From an optimization exercise on the open Yosys and OpenROAD flow, aimed at small area, a short achievable clock period and few clock cycles per item; shortcuts taken in it are not production practice. RTL that was checked went through simulation tests only; none was proved equivalent to the original.

==> flow/design.v (excerpt) <==
module gregorian_day_number_convert_top (
    input  logic         clk,
    input  logic         rst_n,
    input  logic         req_valid,
    output logic         req_ready,
    input  logic         req_type,
    input  logic [13:0]  year_in,
    input  logic [3:0]   month_in,
    input  logic [4:0]   day_in,
    input  logic [21:0]  number_in,
    output logic         rsp_valid,
    input  logic         rsp_ready,
    output logic [21:0]  number_out,
    output logic [13:0]  year_out,
    output logic [3:0]   month_out,
    output logic [4:0]   day_out,
    output logic         range_error
);
clock: 9.0 ns
lec_check: 0
cap_margin: 20
core_margin: 2
core_utilization: 60
place_density: 0.75
setup_slack_margin: 4.0
slew_margin: 20
run.sh (not shown) runs the stock make flow with config.mk's settings and CLKGATE_MAP_FILE= SYNTH_SCRIPT=/design/flow/synth_recipe.tcl, a recipe that flattens the netlist after the stock synthesis.
The baseline went through all stages and came out clean.
Change:
--- a/flow/config.mk
+++ b/flow/config.mk
@@ -10,4 +10,4 @@
 export CORE_UTILIZATION = 60
 export PLACE_DENSITY = 0.75
-export SETUP_SLACK_MARGIN = 4.0
+export SETUP_SLACK_MARGIN = 4.3
 export SLEW_MARGIN = 20
After rerunning:
- routed wire length goes up by about 8%
- synthesized area stays the same
- cell count goes up by about 1.3%
- fmax goes down by 2.0%
- setup slack degrades by 0.10 ns
- synthesized cell count is unchanged
- flip-flop and latch count is unchanged
- final area goes up by 3.7%
- via count goes up by 3.1%
- hold slack degrades by 0.0051 ns
No functional check of the RTL was part of any run of this note.

---

## wip/juniper
gregorian_day_number_convert_top, a different RTL version from the one above (not shown whole).
Size: roughly 150 flip-flops, about 0.015 mm2 of cells after synthesis.
==> flow/config.mk <==
export PLATFORM = sky130hd
export DESIGN_NAME = gregorian_day_number_convert_top
export DESIGN_NICKNAME = gregorian_day_number_convert_top
export VERILOG_FILES = /design/flow/design.v
export SDC_FILE = /design/flow/constraint.sdc
export NUM_CORES = 4
export LEC_CHECK = 0
export CAP_MARGIN = 20
export CORE_MARGIN = 2
export CORE_UTILIZATION = 60
export CTS_BUF_LIST = sky130_fd_sc_hd__clkbuf_4 sky130_fd_sc_hd__clkbuf_8
export CTS_CLUSTER_SIZE = 40
export PLACE_DENSITY = 0.75
export SETUP_SLACK_MARGIN = 4.2
export SLEW_MARGIN = 20
==> flow/constraint.sdc <==
create_clock -name core_clock -period 9.0 [get_ports {clk}]
set_input_delay 1.8000 -clock core_clock [delete_from_list [all_inputs] [get_ports {clk}]]
set_output_delay 1.8000 -clock core_clock [all_outputs]
set_load 0.01 [all_outputs]
standard.sh (not shown) runs the stock make flow with config.mk's settings and CLKGATE_MAP_FILE= SYNTH_SCRIPT=/design/flow/synth_recipe.tcl, a recipe that flattens the netlist after the stock synthesis.
==> flow/flow/run.sh <==
#!/bin/bash
# Layout flow: the standard flow, with the half-adder cells added to the don't-use list so that
# synthesis maps only the carry-save trees' full adders to adder cells and abc maps the rest.
set -o pipefail
bash standard.sh "DONT_USE_CELLS=sky130_fd_sc_hd__probe_p_8 sky130_fd_sc_hd__probec_p_8 sky130_fd_sc_hd__lpflow_bleeder_1 sky130_fd_sc_hd__lpflow_clkbufkapwr_1 sky130_fd_sc_hd__lpflow_clkbufkapwr_16 sky130_fd_sc_hd__lpflow_clkbufkapwr_2 sky130_fd_sc_hd__lpflow_clkbufkapwr_4 sky130_fd_sc_hd__lpflow_clkbufkapwr_8 sky130_fd_sc_hd__lpflow_clkinvkapwr_1 sky130_fd_sc_hd__lpflow_clkinvkapwr_16 sky130_fd_sc_hd__lpflow_clkinvkapwr_2 sky130_fd_sc_hd__lpflow_clkinvkapwr_4 sky130_fd_sc_hd__lpflow_clkinvkapwr_8 sky130_fd_sc_hd__lpflow_decapkapwr_12 sky130_fd_sc_hd__lpflow_decapkapwr_3 sky130_fd_sc_hd__lpflow_decapkapwr_4 sky130_fd_sc_hd__lpflow_decapkapwr_6 sky130_fd_sc_hd__lpflow_decapkapwr_8 sky130_fd_sc_hd__lpflow_inputiso0n_1 sky130_fd_sc_hd__lpflow_inputiso0p_1 sky130_fd_sc_hd__lpflow_inputiso1n_1 sky130_fd_sc_hd__lpflow_inputiso1p_1 sky130_fd_sc_hd__lpflow_inputisolatch_1 sky130_fd_sc_hd__lpflow_isobufsrc_1 sky130_fd_sc_hd__lpflow_isobufsrc_16 sky130_fd_sc_hd__lpflow_isobufsrc_2 sky130_fd_sc_hd__lpflow_isobufsrc_4 sky130_fd_sc_hd__lpflow_isobufsrc_8 sky130_fd_sc_hd__lpflow_isobufsrckapwr_16 sky130_fd_sc_hd__lpflow_lsbuf_lh_hl_isowell_tap_1 sky130_fd_sc_hd__lpflow_lsbuf_lh_hl_isowell_tap_2 sky130_fd_sc_hd__lpflow_lsbuf_lh_hl_isowell_tap_4 sky130_fd_sc_hd__lpflow_lsbuf_lh_isowell_4 sky130_fd_sc_hd__lpflow_lsbuf_lh_isowell_tap_1 sky130_fd_sc_hd__lpflow_lsbuf_lh_isowell_tap_2 sky130_fd_sc_hd__lpflow_lsbuf_lh_isowell_tap_4  sky130_fd_sc_hd__ha_1 sky130_fd_sc_hd__ha_2 sky130_fd_sc_hd__ha_4" finish > standard.log 2>&1
Testbench counts of wip/juniper, summed over its fixed seeds: cycles 12,040, items 12,000.
> inputs changed (wip/juniper -> wip/quartz)
==> flow/run.sh (new file) <==
#!/bin/bash
# synth_recipe.tcl (not shown) runs the flow's synth.tcl, then flattens the netlist and writes it again
# the make line also repeats each setting of config.mk as NAME=value (left out here)
make -C /OpenROAD-flow-scripts/flow DESIGN_CONFIG=/design/flow/config.mk WORK_HOME=/design/flow/orfs CLKGATE_MAP_FILE= SYNTH_SCRIPT=/design/flow/synth_recipe.tcl finish
removed: flow/flow/run.sh
removed: flow/standard.sh
==> run summary <==
- Fraction of standard cell area that is sequential for wip/quartz: 0.47 points down relative to wip/juniper
- Final worst-path cycle share, wip/quartz and wip/juniper, lower one = wip/quartz.
- In terms of global-route usage, wip/quartz and wip/juniper differ only marginally.
Input-level comparison between wip/garnet and wip/quartz:
- changing PLACE_DENSITY from 0.75 to 0.85
- changing CORE_UTILIZATION from 60 to 75
## What came out
- wip/garnet went all the way through synthesis, placement and routing and the layout is clean on timing, DRC and antenna.
- sky130_fd_sc_hd__or4_1 as the master of the slowest instance on the critical path was reported by wip/garnet, and sky130_fd_sc_hd__fa_1 by wip/quartz.
- wip/garnet against wip/quartz: worst endpoint required time barely changed, setup slack after layout fell 130 ps.
Changes in wip/onyx relative to wip/garnet:
- ABC_AREA: unset -> 1
- PLACE_DENSITY: 0.85 -> 0.75
- CORE_UTILIZATION: 75 -> 60
- CTS_CLUSTER_SIZE: 40 -> unset
- CTS_BUF_LIST: sky130_fd_sc_hd__clkbuf_4 sky130_fd_sc_hd__clkbuf_8 -> unset
Notes after the runs:
- Comparing wip/onyx with wip/garnet, the number of top-level pins came out essentially unchanged.
- Classification of the worst setup path: reg -> reg -> wip/garnet, in -> out -> wip/onyx
- Where post-placement worst setup slack is concerned, wip/garnet is outperformed by wip/onyx.
- Worst setup slack (higher): wip/onyx

-- separate check: timing with driven ports --
How much do the figures lean on ideal ports? The routed layouts below were timed once more, with nothing changed but the port constraints.
Step 1 assumes that a clkbuf_16 drives the clock port and a buf_2 every other input.
Step 2 moves the port delays by t, midway between the first and last clock arrival at a register: inputs arrive t later, outputs are due t later. That takes back most of the time a late clock gives input paths.
a / b / c = no drivers / after step 1 / after step 2; a / b = the first two.
run | t, ns | setup WS [ns] | worst hold slack (ns) | worst register clock-pin slew, ns
the first run of note 1 | 0.468 | 4.057 / 4.011 / 3.657 | 0.425 / 0.425 / 0.425 | 0.06 / 0.06
the second run of note 1 | 0.481 | 3.957 / 3.908 / 3.706 | 0.419 / 0.419 / 0.419 | 0.06 / 0.06
wip/juniper | 0.501 | 3.966 / 3.966 / 3.966 | 0.439 / 0.439 / 0.439 | 0.09 / 0.09
wip/quartz | 0.507 | 4.322 / 4.322 / 3.869 | 0.428 / 0.428 / 0.428 | 0.10 / 0.10
wip/garnet | 0.512 | 4.191 / 4.191 / 3.816 | 0.430 / 0.430 / 0.430 | 0.09 / 0.09
wip/onyx | 0.475 | 4.296 / 4.269 / 4.107 | 0.422 / 0.422 / 0.422 | 0.07 / 0.07
After both steps every run listed still meets setup and hold. For wip/quartz, which loses most, drivers alone change the setup slack by 0.000 ns; drivers and shift together by -0.453 ns.
